Background: an optimization exercise with open tools, aiming at a short achievable clock period and few clock cycles. Do not read the settings as production practice.
At most, simulation tests tie the RTL to the original design; equivalence was not proved.
No activity file was given, so power comes from the tool's default toggle rates.

==> 01-21 <==
==> flow/design.v <==
package cpu_pkg;
    parameter int WORD_W    = 16;
    parameter int BYTE_W    = 8;
    parameter int PADDR_W   = 20;
    parameter int REG_IDX_W = 3;
endpackage
`timescale 1ns/100ps
module core_top (
    input  logic        clk,
    input  logic        rst,
    output logic [19:0] rom_addr,
    input  logic [7:0]  rom_data,
    output logic        mem_en,
    output logic        mem_we,
    output logic [19:0] mem_addr,
    output logic [15:0] mem_wdata,
    input  logic [15:0] mem_rdata,
    output logic        halted
);
    localparam logic [1:0] R_OP    = 2'd0;
    localparam logic [1:0] R_MODRM = 2'd1;
    localparam logic [1:0] R_D0    = 2'd2;
    localparam logic [1:0] R_D1    = 2'd3;
    localparam logic [15:0] K_DATA = 16'h1000;
    localparam logic [15:0] K_PUSH = 16'h1FFE;   
    localparam logic [15:0] K_POP  = 16'h2000;
    logic [15:0] pc;
    logic [7:0]  b;          
    logic [1:0]  role;       
    logic        disc;       
    logic        need2;      
    logic        fe_done;    
    logic [7:0]  op_r;
    logic [7:0]  m_r;
    logic [7:0]  lo_r;
    logic        hlt_seen;
    logic        u_valid;
    logic        u_imm, u_mov, u_load, u_store, u_push, u_pop;
    logic        u_word;
    logic [2:0]  u_dst, u_src;
    logic [15:0] u_k;
    logic        u_bx, u_bp, u_si, u_di, u_sp, u_stack;
    logic [7:0]  u_rmask;    
    logic [7:0]  u_wmask;    
    logic [15:0] regs [8];
    logic [7:0]  ld1_m, ld2_m, ld3_m;    
    logic        m_mem, m_we, m_stack;
    logic [15:0] m_s, m_c, m_wdata;
    logic        stall;
    logic        go;
    assign rom_addr = {4'h0, pc};
    logic        n_valid, n_imm, n_mov, n_load, n_store, n_push, n_pop;
    logic        n_word;
    logic [2:0]  n_dst, n_src;
    logic [15:0] n_k;
    logic        n_bx, n_bp, n_si, n_di, n_sp, n_stack;
    logic [7:0]  n_rmask, n_wmask;
    logic [1:0]  role_n;
    logic        disc_n;
    logic        need2_n;
    logic        skip;
    logic        d_hlt;
    function automatic logic [7:0] onehot(input logic [2:0] i);
        onehot = 8'd1 << i;
    endfunction
    function automatic logic [1:0] disp_n(input logic [7:0] m);
        case (m[7:6])
            2'b00:   disp_n = (m[2:0] == 3'b110) ? 2'd2 : 2'd0;
            2'b01:   disp_n = 2'd1;
            2'b10:   disp_n = 2'd2;
            default: disp_n = 2'd0;
        endcase
    endfunction
    function automatic logic [3:0] bases(input logic [7:0] m);
        case (m[2:0])
            3'd0:    bases = 4'b1010;
            3'd1:    bases = 4'b1001;
            3'd2:    bases = 4'b0110;
            3'd3:    bases = 4'b0101;
            3'd4:    bases = 4'b0010;
            3'd5:    bases = 4'b0001;
            3'd6:    bases = (m[7:6] == 2'b00) ? 4'b0000 : 4'b0100;
            default: bases = 4'b1000;
        endcase
    endfunction
    function automatic logic [7:0] base_mask(input logic [3:0] bs);
        base_mask = {bs[0], bs[1], bs[2], 1'b0, bs[3], 3'b000};
    endfunction
    task automatic mem_uop(input logic [7:0] op, input logic [7:0] m);
        n_valid = 1'b1;
        n_load  = op[1];
        n_store = !op[1];
        n_dst   = m[5:3];
        n_src   = m[5:3];
        {n_bx, n_bp, n_si, n_di} = bases(m);
        n_rmask = base_mask(bases(m)) | (op[1] ? 8'h00 : onehot(m[5:3]));
    endtask
    always_comb begin
        n_valid = 1'b0;
        n_imm   = 1'b0;
        n_mov   = 1'b0;
        n_load  = 1'b0;
        n_store = 1'b0;
        n_push  = 1'b0;
        n_pop   = 1'b0;
        n_word  = 1'b1;
        n_dst   = 3'd0;
        n_src   = 3'd0;
        n_k     = K_DATA;
        n_bx    = 1'b0;
        n_bp    = 1'b0;
        n_si    = 1'b0;
        n_di    = 1'b0;
        n_sp    = 1'b0;
        n_stack = 1'b0;
        n_rmask = 8'h00;
        n_wmask = 8'h00;
        role_n  = R_OP;
        disc_n  = 1'b0;
        need2_n = need2;
        skip    = 1'b0;
        d_hlt   = 1'b0;
        case (role)
            R_OP: begin
                casez (b)
                    8'b1011_0???: begin
                        role_n  = R_D0;
                        need2_n = 1'b0;
                    end
                    8'b1011_1???, 8'hA1, 8'hA3: begin
                        role_n  = R_D0;
                        need2_n = 1'b1;
                    end
                    8'b1000_10??: begin
                        role_n = R_MODRM;
                    end
                    8'b0101_0???: begin
                        n_valid = 1'b1;
                        n_push  = 1'b1;
                        n_src   = b[2:0];
                        n_sp    = 1'b1;
                        n_stack = 1'b1;
                        n_k     = K_PUSH;
                        n_rmask = onehot(b[2:0]) | 8'h10;
                        n_wmask = 8'h10;
                    end
                    8'b0101_1???: begin
                        n_valid = 1'b1;
                        n_pop   = 1'b1;
                        n_dst   = b[2:0];
                        n_sp    = 1'b1;
                        n_stack = 1'b1;
                        n_k     = K_POP;
                        n_rmask = 8'h10;
                        n_wmask = 8'h10;
                    end
                    8'hF4: begin
                        d_hlt = 1'b1;
                    end
                    default: begin
                    end
                endcase
            end
            R_MODRM: begin
                if (b[7:6] == 2'b11) begin
                    n_valid = 1'b1;
                    n_mov   = 1'b1;
                    n_word  = op_r[0];
                    n_dst   = op_r[1] ? b[5:3] : b[2:0];
                    n_src   = op_r[1] ? b[2:0] : b[5:3];
                    n_rmask = onehot(op_r[0] ? n_src : {1'b0, n_src[1:0]});
                    n_wmask = onehot(op_r[0] ? n_dst : {1'b0, n_dst[1:0]});
                end else if (!op_r[0]) begin
                    case (disp_n(b))
                        2'd1: begin
                            role_n  = R_D0;
                            disc_n  = 1'b1;
                            need2_n = 1'b0;
                        end
                        2'd2: begin
                            role_n = R_D1;
                            disc_n = 1'b1;
                            skip   = 1'b1;
                        end
                        default: begin
                        end
                    endcase
                end else if (disp_n(b) == 2'd0) begin
                    mem_uop(op_r, b);
                end else begin
                    role_n  = R_D0;
                    need2_n = (disp_n(b) == 2'd2);
                end
            end
            R_D0: begin
                if (need2) begin
                    role_n = R_D1;
                end else if (disc) begin
                end else if (op_r[7:4] == 4'hB) begin
                    n_valid = 1'b1;
                    n_imm   = 1'b1;
                    n_word  = 1'b0;
                    n_dst   = op_r[2:0];
                    n_k     = {b, b};
                    n_wmask = onehot({1'b0, op_r[1:0]});
                end else begin
                    mem_uop(op_r, m_r);
                    n_k = {b[7] ? 8'h0F : 8'h10, b};
                end
            end
            default: begin
                if (disc) begin
                end else if (op_r[7:4] == 4'hB) begin
                    n_valid = 1'b1;
                    n_imm   = 1'b1;
                    n_dst   = op_r[2:0];
                    n_k     = {b, lo_r};
                    n_wmask = onehot(op_r[2:0]);
                end else if (op_r[7:4] == 4'hA) begin
                    n_valid = 1'b1;
                    n_load  = !op_r[1];
                    n_store = op_r[1];
                    n_rmask = op_r[1] ? 8'h01 : 8'h00;
                    n_k     = {b + 8'h10, lo_r};
                end else begin
                    mem_uop(op_r, m_r);
                    n_k = {b + 8'h10, lo_r};
                end
            end
        endcase
        if (fe_done) begin
            n_valid = 1'b0;
        end
    end
    logic        u_mem;
    logic        d_mem;
    assign u_mem = u_load | u_store | u_push | u_pop;
    assign d_mem = n_valid & (n_load | n_store | n_push | n_pop);
    assign stall = u_valid & ((|((u_rmask | u_wmask) & (ld1_m | ld2_m))) |
                              (u_sp & ld3_m[4]));
    assign go    = u_valid & !stall;
    logic [15:0] rs_w;
    logic [15:0] rs_l;
    logic [7:0]  rs_b;
    logic [15:0] ewv;
    logic        ew;
    logic [15:0] sp;
    logic [15:0] sp_n;
    logic        sp_step;
    logic [15:0] a1, a2;
    logic [15:0] t;
    logic        hlt_now;
    logic        fw_w, fw_b, fw_a1, fw_a2;
    logic [7:0]  ld_b;
    logic [15:0] mv;
    assign fw_w    = ld3_m[u_src];
    assign fw_b    = ld3_m[{1'b0, u_src[1:0]}];
    assign ld_b    = u_src[2] ? mem_rdata[15:8] : mem_rdata[7:0];
    assign rs_w    = regs[u_src];
    assign rs_l    = regs[{1'b0, u_src[1:0]}];
    assign rs_b    = u_src[2] ? rs_l[15:8] : rs_l[7:0];
    assign mv      = u_word ? (fw_w ? mem_rdata : rs_w) : (fw_b ? {ld_b, ld_b} : {rs_b, rs_b});
    assign ewv     = u_imm ? u_k : mv;
    assign ew      = go & (u_imm | u_mov);
    assign sp      = regs[4];
    assign sp_step = go & (u_push | u_pop);
    assign sp_n    = u_push ? sp - 16'd2 : sp + 16'd2;
    logic [15:0] a1r, a2r;
    assign a1r   = ({16{u_bx}} & regs[3]) | ({16{u_bp}} & regs[5]) | ({16{u_sp}} & regs[4]);
    assign a2r   = ({16{u_si}} & regs[6]) | ({16{u_di}} & regs[7]);
    assign fw_a1 = (u_bx & ld3_m[3]) | (u_bp & ld3_m[5]);
    assign fw_a2 = (u_si & ld3_m[6]) | (u_di & ld3_m[7]);
    assign a1    = fw_a1 ? mem_rdata : a1r;
    assign a2    = fw_a2 ? mem_rdata : a2r;
    assign t  = m_s + m_c;
    assign hlt_now = !fe_done && role_n == R_OP && rom_data == 8'hF4;
    always_ff @(posedge clk or negedge rst) begin
        if (!rst) begin
            for (int i = 0; i < 8; i++) begin
                regs[i] <= (i == 4) ? 16'h0100 : 16'h0000;
            end
        end else begin
            for (int i = 0; i < 8; i++) begin
                if (ew && (u_word ? u_dst == 3'(i) : (i < 4 && u_dst == 3'(i)))) begin
                    regs[i][7:0] <= ewv[7:0];
                end else if (ld3_m[i]) begin
                    regs[i][7:0] <= mem_rdata[7:0];
                end else if (i == 4 && sp_step) begin
                    regs[i][7:0] <= sp_n[7:0];
                end
                if (ew && (u_word ? u_dst == 3'(i) : (i < 4 && u_dst == 3'(i + 4)))) begin
                    regs[i][15:8] <= ewv[15:8];
                end else if (ld3_m[i]) begin
                    regs[i][15:8] <= mem_rdata[15:8];
                end else if (i == 4 && sp_step) begin
                    regs[i][15:8] <= sp_n[15:8];
                end
            end
        end
    end
    always_ff @(posedge clk or negedge rst) begin
        if (!rst) begin
            pc       <= 16'h0000;
            role     <= R_D1;
            disc     <= 1'b1;
            fe_done  <= 1'b0;
            hlt_seen <= 1'b0;
            u_valid  <= 1'b0;
            ld1_m    <= 8'h00;
            ld2_m    <= 8'h00;
            ld3_m    <= 8'h00;
            m_mem    <= 1'b0;
            mem_en   <= 1'b0;
            halted   <= 1'b0;
        end else begin
            if (!stall) begin
                pc      <= pc + (skip ? 16'd2 : 16'd1);
                role    <= role_n;
                disc    <= disc_n;
                u_valid <= n_valid;
                if (d_hlt) begin
                    fe_done <= 1'b1;
                end
            end
            if (hlt_now) begin
                hlt_seen <= 1'b1;
            end
            ld1_m  <= (go && (u_load || u_pop)) ? onehot(u_dst) : 8'h00;
            ld2_m  <= ld1_m;
            ld3_m  <= ld2_m;
            m_mem  <= go && u_mem;
            mem_en <= m_mem;
            if ((hlt_now || hlt_seen) && !d_mem && !(u_valid && u_mem) && !m_mem) begin
                halted <= 1'b1;
            end
        end
    end
    always_ff @(posedge clk) begin
        if (!stall) begin
            b     <= rom_data;
            need2 <= need2_n;
            if (role == R_OP) begin
                op_r <= b;
            end
            if (role == R_MODRM) begin
                m_r <= b;
            end
            if (role == R_D0) begin
                lo_r <= b;
            end
            u_imm   <= n_imm;
            u_mov   <= n_mov;
            u_load  <= n_load;
            u_store <= n_store;
            u_push  <= n_push;
            u_pop   <= n_pop;
            u_word  <= n_word;
            u_dst   <= n_dst;
            u_src   <= n_src;
            u_k     <= n_k;
            u_bx    <= n_bx;
            u_bp    <= n_bp;
            u_si    <= n_si;
            u_di    <= n_di;
            u_sp    <= n_sp;
            u_stack <= n_stack;
            u_rmask <= n_rmask;
            u_wmask <= n_wmask;
        end
        m_we      <= u_store | u_push;
        m_stack   <= u_stack;
        m_s       <= a1 ^ a2 ^ u_k;
        m_c       <= {(a1[14:0] & a2[14:0]) | (a1[14:0] & u_k[14:0]) | (a2[14:0] & u_k[14:0]), 1'b0};
        m_wdata   <= fw_w ? mem_rdata : rs_w;
        mem_we    <= m_we;
        mem_addr  <= {3'b000, m_stack ? (t[15:13] == 3'b000) : (t[15:12] == 4'h0), t};
        mem_wdata <= m_wdata;
    end
endmodule
==> flow/flow/run.sh <==
#!/bin/bash
# The standard layout, with timing repair aimed at a setup slack of 6.0 ns.
set -euo pipefail
bash standard.sh SETUP_SLACK_MARGIN=6.0 finish > make_finish.log 2>&1
==> flow/standard.sh <==
#!/bin/bash
# synth_recipe.tcl (not shown) runs the flow's synth.tcl, then flattens the netlist and writes it again
# the make line also repeats each setting of config.mk as NAME=value (left out here)
make -C /OpenROAD-flow-scripts/flow DESIGN_CONFIG=/design/flow/config.mk WORK_HOME=/design/flow/orfs CLKGATE_MAP_FILE= SYNTH_SCRIPT=/design/flow/synth_recipe.tcl "${@:-finish}"
==> flow/config.mk <==
export PLATFORM = sky130hd
export DESIGN_NAME = core_top
export DESIGN_NICKNAME = core_top
export VERILOG_FILES = /design/flow/design.v
export SDC_FILE = /design/flow/constraint.sdc
export NUM_CORES = 4
export LEC_CHECK = 0
export ABC_CLOCK_PERIOD_IN_PS = 2500
export CAP_MARGIN = 20
export CORE_MARGIN = 2
export CORE_UTILIZATION = 40
export SLEW_MARGIN = 20
==> flow/constraint.sdc <==
create_clock -name core_clock -period 8.0 [get_ports {clk}]
set_input_delay 1.6000 -clock core_clock [delete_from_list [all_inputs] [get_ports {clk}]]
set_output_delay 1.6000 -clock core_clock [all_outputs]
set_load 0.01 [all_outputs]
==> inputs of 02-16, as changes to 01-21 <==
--- a/flow/design.v
+++ b/flow/design.v
@@ -37,7 +37,10 @@
     logic        u_valid;
-    logic        u_imm, u_mov, u_load, u_store, u_push, u_pop;
-    logic        u_word;
-    logic [2:0]  u_dst, u_src;
+    logic        u_load, u_store, u_push, u_pop, u_imm;
+    logic [2:0]  u_dst;
     logic [15:0] u_k;
     logic        u_bx, u_bp, u_si, u_di, u_sp, u_stack;
+    logic [7:0]  u_selw;     
+    logic [7:0]  u_selb;     
+    logic [7:0]  u_wlo;      
+    logic [7:0]  u_whi;      
     logic [7:0]  u_rmask;    
@@ -51,7 +54,7 @@
     assign rom_addr = {4'h0, pc};
-    logic        n_valid, n_imm, n_mov, n_load, n_store, n_push, n_pop;
-    logic        n_word;
-    logic [2:0]  n_dst, n_src;
+    logic        n_valid, n_load, n_store, n_push, n_pop, n_imm;
+    logic [2:0]  n_dst;
     logic [15:0] n_k;
     logic        n_bx, n_bp, n_si, n_di, n_sp, n_stack;
+    logic [7:0]  n_selw, n_selb, n_wlo, n_whi;
     logic [7:0]  n_rmask, n_wmask;
@@ -93,5 +96,10 @@
         n_dst   = m[5:3];
-        n_src   = m[5:3];
+        n_selw  = op[1] ? 8'h00 : onehot(m[5:3]);
         {n_bx, n_bp, n_si, n_di} = bases(m);
-        n_rmask = base_mask(bases(m)) | (op[1] ? 8'h00 : onehot(m[5:3]));
+        n_rmask = base_mask(bases(m)) | n_selw;
+    endtask
+    task automatic byte_write(input logic [2:0] d);
+        n_wlo   = d[2] ? 8'h00 : onehot({1'b0, d[1:0]});
+        n_whi   = d[2] ? onehot({1'b0, d[1:0]}) : 8'h00;
+        n_wmask = onehot({1'b0, d[1:0]});
     endtask
@@ -99,4 +107,2 @@
         n_valid = 1'b0;
-        n_imm   = 1'b0;
-        n_mov   = 1'b0;
         n_load  = 1'b0;
@@ -105,5 +111,4 @@
         n_pop   = 1'b0;
-        n_word  = 1'b1;
+        n_imm   = 1'b0;
         n_dst   = 3'd0;
-        n_src   = 3'd0;
         n_k     = K_DATA;
@@ -115,2 +120,6 @@
         n_stack = 1'b0;
+        n_selw  = 8'h00;
+        n_selb  = 8'h00;
+        n_wlo   = 8'h00;
+        n_whi   = 8'h00;
         n_rmask = 8'h00;
@@ -139,3 +148,3 @@
                         n_push  = 1'b1;
-                        n_src   = b[2:0];
+                        n_selw  = onehot(b[2:0]);
                         n_sp    = 1'b1;
@@ -166,8 +175,13 @@
                     n_valid = 1'b1;
-                    n_mov   = 1'b1;
-                    n_word  = op_r[0];
-                    n_dst   = op_r[1] ? b[5:3] : b[2:0];
-                    n_src   = op_r[1] ? b[2:0] : b[5:3];
-                    n_rmask = onehot(op_r[0] ? n_src : {1'b0, n_src[1:0]});
-                    n_wmask = onehot(op_r[0] ? n_dst : {1'b0, n_dst[1:0]});
+                    if (op_r[0]) begin
+                        n_selw  = onehot(op_r[1] ? b[2:0] : b[5:3]);
+                        n_wlo   = onehot(op_r[1] ? b[5:3] : b[2:0]);
+                        n_whi   = n_wlo;
+                        n_wmask = n_wlo;
+                        n_rmask = n_selw;
+                    end else begin
+                        n_selb  = onehot(op_r[1] ? b[2:0] : b[5:3]);
+                        byte_write(op_r[1] ? b[5:3] : b[2:0]);
+                        n_rmask = onehot({1'b0, op_r[1] ? b[1:0] : b[4:3]});
+                    end
                 end else if (!op_r[0]) begin
@@ -201,6 +215,4 @@
                     n_imm   = 1'b1;
-                    n_word  = 1'b0;
-                    n_dst   = op_r[2:0];
                     n_k     = {b, b};
-                    n_wmask = onehot({1'b0, op_r[1:0]});
+                    byte_write(op_r[2:0]);
                 end else begin
@@ -215,5 +227,6 @@
                     n_imm   = 1'b1;
-                    n_dst   = op_r[2:0];
                     n_k     = {b, lo_r};
-                    n_wmask = onehot(op_r[2:0]);
+                    n_wlo   = onehot(op_r[2:0]);
+                    n_whi   = n_wlo;
+                    n_wmask = n_wlo;
                 end else if (op_r[7:4] == 4'hA) begin
@@ -222,3 +235,4 @@
                     n_store = op_r[1];
-                    n_rmask = op_r[1] ? 8'h01 : 8'h00;
+                    n_selw  = op_r[1] ? 8'h01 : 8'h00;
+                    n_rmask = n_selw;
                     n_k     = {b + 8'h10, lo_r};
@@ -233,2 +247,6 @@
         end
+        if (!n_valid) begin
+            n_wlo = 8'h00;
+            n_whi = 8'h00;
+        end
     end
@@ -241,7 +259,23 @@
     assign go    = u_valid & !stall;
-    logic [15:0] rs_w;
-    logic [15:0] rs_l;
-    logic [7:0]  rs_b;
+    logic        fw_w, fw_bl, fw_bh;
+    logic [7:0]  sw, sb;
+    logic [15:0] wv;
+    logic [7:0]  bv;
     logic [15:0] ewv;
-    logic        ew;
+    assign fw_w  = |(u_selw & ld3_m);
+    assign fw_bl = |(u_selb[3:0] & ld3_m[3:0]);
+    assign fw_bh = |(u_selb[7:4] & ld3_m[3:0]);
+    assign sw    = u_selw & ~ld3_m;
+    assign sb    = u_selb & ~{ld3_m[3:0], ld3_m[3:0]};
+    always_comb begin
+        wv = {16{fw_w}} & mem_rdata;
+        bv = ({8{fw_bl}} & mem_rdata[7:0]) | ({8{fw_bh}} & mem_rdata[15:8]);
+        for (int j = 0; j < 8; j++) begin
+            wv = wv | ({16{sw[j]}} & regs[j]);
+        end
+        for (int j = 0; j < 4; j++) begin
+            bv = bv | ({8{sb[j]}} & regs[j][7:0]) | ({8{sb[j + 4]}} & regs[j][15:8]);
+        end
+        ewv = wv | {bv, bv} | ({16{u_imm}} & u_k);
+    end
     logic [15:0] sp;
@@ -249,17 +283,6 @@
     logic        sp_step;
-    logic [15:0] a1, a2;
+    logic [15:0] a1r, a2r, a1, a2;
+    logic        fw_a1, fw_a2;
     logic [15:0] t;
     logic        hlt_now;
-    logic        fw_w, fw_b, fw_a1, fw_a2;
-    logic [7:0]  ld_b;
-    logic [15:0] mv;
-    assign fw_w    = ld3_m[u_src];
-    assign fw_b    = ld3_m[{1'b0, u_src[1:0]}];
-    assign ld_b    = u_src[2] ? mem_rdata[15:8] : mem_rdata[7:0];
-    assign rs_w    = regs[u_src];
-    assign rs_l    = regs[{1'b0, u_src[1:0]}];
-    assign rs_b    = u_src[2] ? rs_l[15:8] : rs_l[7:0];
-    assign mv      = u_word ? (fw_w ? mem_rdata : rs_w) : (fw_b ? {ld_b, ld_b} : {rs_b, rs_b});
-    assign ewv     = u_imm ? u_k : mv;
-    assign ew      = go & (u_imm | u_mov);
     assign sp      = regs[4];
@@ -267,3 +290,2 @@
     assign sp_n    = u_push ? sp - 16'd2 : sp + 16'd2;
-    logic [15:0] a1r, a2r;
     assign a1r   = ({16{u_bx}} & regs[3]) | ({16{u_bp}} & regs[5]) | ({16{u_sp}} & regs[4]);
@@ -274,3 +296,3 @@
     assign a2    = fw_a2 ? mem_rdata : a2r;
-    assign t  = m_s + m_c;
+    assign t     = m_s + m_c;
     assign hlt_now = !fe_done && role_n == R_OP && rom_data == 8'hF4;
@@ -283,3 +305,3 @@
             for (int i = 0; i < 8; i++) begin
-                if (ew && (u_word ? u_dst == 3'(i) : (i < 4 && u_dst == 3'(i)))) begin
+                if (u_wlo[i]) begin
                     regs[i][7:0] <= ewv[7:0];
@@ -290,3 +312,3 @@
                 end
-                if (ew && (u_word ? u_dst == 3'(i) : (i < 4 && u_dst == 3'(i + 4)))) begin
+                if (u_whi[i]) begin
                     regs[i][15:8] <= ewv[15:8];
@@ -308,2 +330,4 @@
             u_valid  <= 1'b0;
+            u_wlo    <= 8'h00;
+            u_whi    <= 8'h00;
             ld1_m    <= 8'h00;
@@ -320,2 +344,4 @@
                 u_valid <= n_valid;
+                u_wlo   <= n_wlo;
+                u_whi   <= n_whi;
                 if (d_hlt) begin
@@ -350,4 +376,2 @@
             end
-            u_imm   <= n_imm;
-            u_mov   <= n_mov;
             u_load  <= n_load;
@@ -356,5 +380,4 @@
             u_pop   <= n_pop;
-            u_word  <= n_word;
+            u_imm   <= n_imm;
             u_dst   <= n_dst;
-            u_src   <= n_src;
             u_k     <= n_k;
@@ -366,2 +389,4 @@
             u_stack <= n_stack;
+            u_selw  <= n_selw;
+            u_selb  <= n_selb;
             u_rmask <= n_rmask;
@@ -373,3 +398,3 @@
         m_c       <= {(a1[14:0] & a2[14:0]) | (a1[14:0] & u_k[14:0]) | (a2[14:0] & u_k[14:0]), 1'b0};
-        m_wdata   <= fw_w ? mem_rdata : rs_w;
+        m_wdata   <= ewv;
         mem_we    <= m_we;
==> inputs of 08-20, as changes to 01-21 <==
--- a/flow/design.v
+++ b/flow/design.v
@@ -238,4 +238,4 @@
     assign d_mem = n_valid & (n_load | n_store | n_push | n_pop);
-    assign stall = u_valid & ((|((u_rmask | u_wmask) & (ld1_m | ld2_m))) |
-                              (u_sp & ld3_m[4]));
+    assign stall = u_valid & (|((u_rmask & (ld1_m | ld2_m | ld3_m)) |
+                                (u_wmask & (ld1_m | ld2_m))));
     assign go    = u_valid & !stall;
@@ -252,8 +252,2 @@
     logic        hlt_now;
-    logic        fw_w, fw_b, fw_a1, fw_a2;
-    logic [7:0]  ld_b;
-    logic [15:0] mv;
-    assign fw_w    = ld3_m[u_src];
-    assign fw_b    = ld3_m[{1'b0, u_src[1:0]}];
-    assign ld_b    = u_src[2] ? mem_rdata[15:8] : mem_rdata[7:0];
     assign rs_w    = regs[u_src];
@@ -261,4 +255,3 @@
     assign rs_b    = u_src[2] ? rs_l[15:8] : rs_l[7:0];
-    assign mv      = u_word ? (fw_w ? mem_rdata : rs_w) : (fw_b ? {ld_b, ld_b} : {rs_b, rs_b});
-    assign ewv     = u_imm ? u_k : mv;
+    assign ewv     = u_imm ? u_k : (u_word ? rs_w : {rs_b, rs_b});
     assign ew      = go & (u_imm | u_mov);
@@ -267,9 +260,4 @@
     assign sp_n    = u_push ? sp - 16'd2 : sp + 16'd2;
-    logic [15:0] a1r, a2r;
-    assign a1r   = ({16{u_bx}} & regs[3]) | ({16{u_bp}} & regs[5]) | ({16{u_sp}} & regs[4]);
-    assign a2r   = ({16{u_si}} & regs[6]) | ({16{u_di}} & regs[7]);
-    assign fw_a1 = (u_bx & ld3_m[3]) | (u_bp & ld3_m[5]);
-    assign fw_a2 = (u_si & ld3_m[6]) | (u_di & ld3_m[7]);
-    assign a1    = fw_a1 ? mem_rdata : a1r;
-    assign a2    = fw_a2 ? mem_rdata : a2r;
+    assign a1 = ({16{u_bx}} & regs[3]) | ({16{u_bp}} & regs[5]) | ({16{u_sp}} & regs[4]);
+    assign a2 = ({16{u_si}} & regs[6]) | ({16{u_di}} & regs[7]);
     assign t  = m_s + m_c;
@@ -373,3 +361,3 @@
         m_c       <= {(a1[14:0] & a2[14:0]) | (a1[14:0] & u_k[14:0]) | (a2[14:0] & u_k[14:0]), 1'b0};
-        m_wdata   <= fw_w ? mem_rdata : rs_w;
+        m_wdata   <= rs_w;
         mem_we    <= m_we;
==> flow/run.sh (new file) <==
#!/bin/bash
# synth_recipe.tcl (not shown) runs the flow's synth.tcl, then flattens the netlist and writes it again
# the make line also repeats each setting of config.mk as NAME=value (left out here)
make -C /OpenROAD-flow-scripts/flow DESIGN_CONFIG=/design/flow/config.mk WORK_HOME=/design/flow/orfs CLKGATE_MAP_FILE= SYNTH_SCRIPT=/design/flow/synth_recipe.tcl finish
--- a/flow/config.mk
+++ b/flow/config.mk
@@ -11,2 +11,3 @@
 export CORE_UTILIZATION = 40
+export SETUP_SLACK_MARGIN = 5
 export SLEW_MARGIN = 20
removed: flow/flow/run.sh
removed: flow/standard.sh
==> summary.txt <==
Wire length, lowest first: 08-20, 01-21, 02-16. In 02-16 the sequential share of layout area is lower than in 08-20, by 8.5 points. In 08-20 the synthesized area is smaller than in 02-16, by 7.0%. Against 08-20, the die area of 02-16 is larger by about 7%.
==> figures <==
Standard-cell rows: 02-16 79; 01-21 78; 08-20 76
Met2 Use GR: 02-16 50.8%; 01-21 45.9%; 08-20 39.4%
Crit path from: 02-16 pc[13]$_DFFE_PN0N_; 01-21 pc[10]$_DFFE_PN0N_; 08-20 mem_wdata[4]$_DFF_P_
Crit Reg-Reg Endpoint: 02-16 halted$_DFFE_PN0P_; 01-21 regs[4][15]$_DFFE_PN0P_; 08-20 regs[4][12]$_DFFE_PN0P_
Status: 02-16 finished clean; 01-21 finished clean; 08-20 finished clean
Clock network fraction of total power: 02-16 36.1%; 01-21 32.1%; 08-20 33.3%
Mapped Cells: 02-16 1,920; 01-21 1,816; 08-20 1,741
Number of filler instances in the final layout: 02-16 3,733; 01-21 3,612; 08-20 4,069
Share of the clock period used by the worst path: 02-16 34.0%; 01-21 34.1%; 08-20 37.2%
Starting density of the core: 02-16 40.7%; 01-21 40.5%; 08-20 40.7%
Testbench counts of 02-16, summed over its fixed seeds: cycles 31,983.
No functional check of the RTL was part of 01-21 and 08-20.

-- what the ideal ports hide --
The results above use ideal ports. As a check the final layouts listed here were re-extracted and re-timed, cells and wires unchanged.
Step 1: set_driving_cell puts a clkbuf_16 on clk and a buf_2 on each other input, an assumption about the parent block.
Step 2 moves the port delays by t, midway between the first and last clock arrival at a register: inputs arrive t later, outputs are due t later. That takes back most of the time a late clock gives input paths.
Three values: ideal ports, drivers, drivers and shift; two values: the first two.
run	shift t [ns]	setup WS [ns]	worst setup path at the end	worst register clock-pin slew, ns
01-21	0.614	5.274 / 5.218 / 4.790	input to register	0.07 / 0.07
02-16	0.634	5.281 / 5.226 / 4.984	input to register	0.06 / 0.06
08-20	0.602	5.026 / 4.974 / 4.786	input to register	0.06 / 0.06
After both steps setup and hold are still met in every run listed. The setup slack of 01-21, which loses most, moves by -0.056 ns with the drivers and by -0.484 ns with both steps.
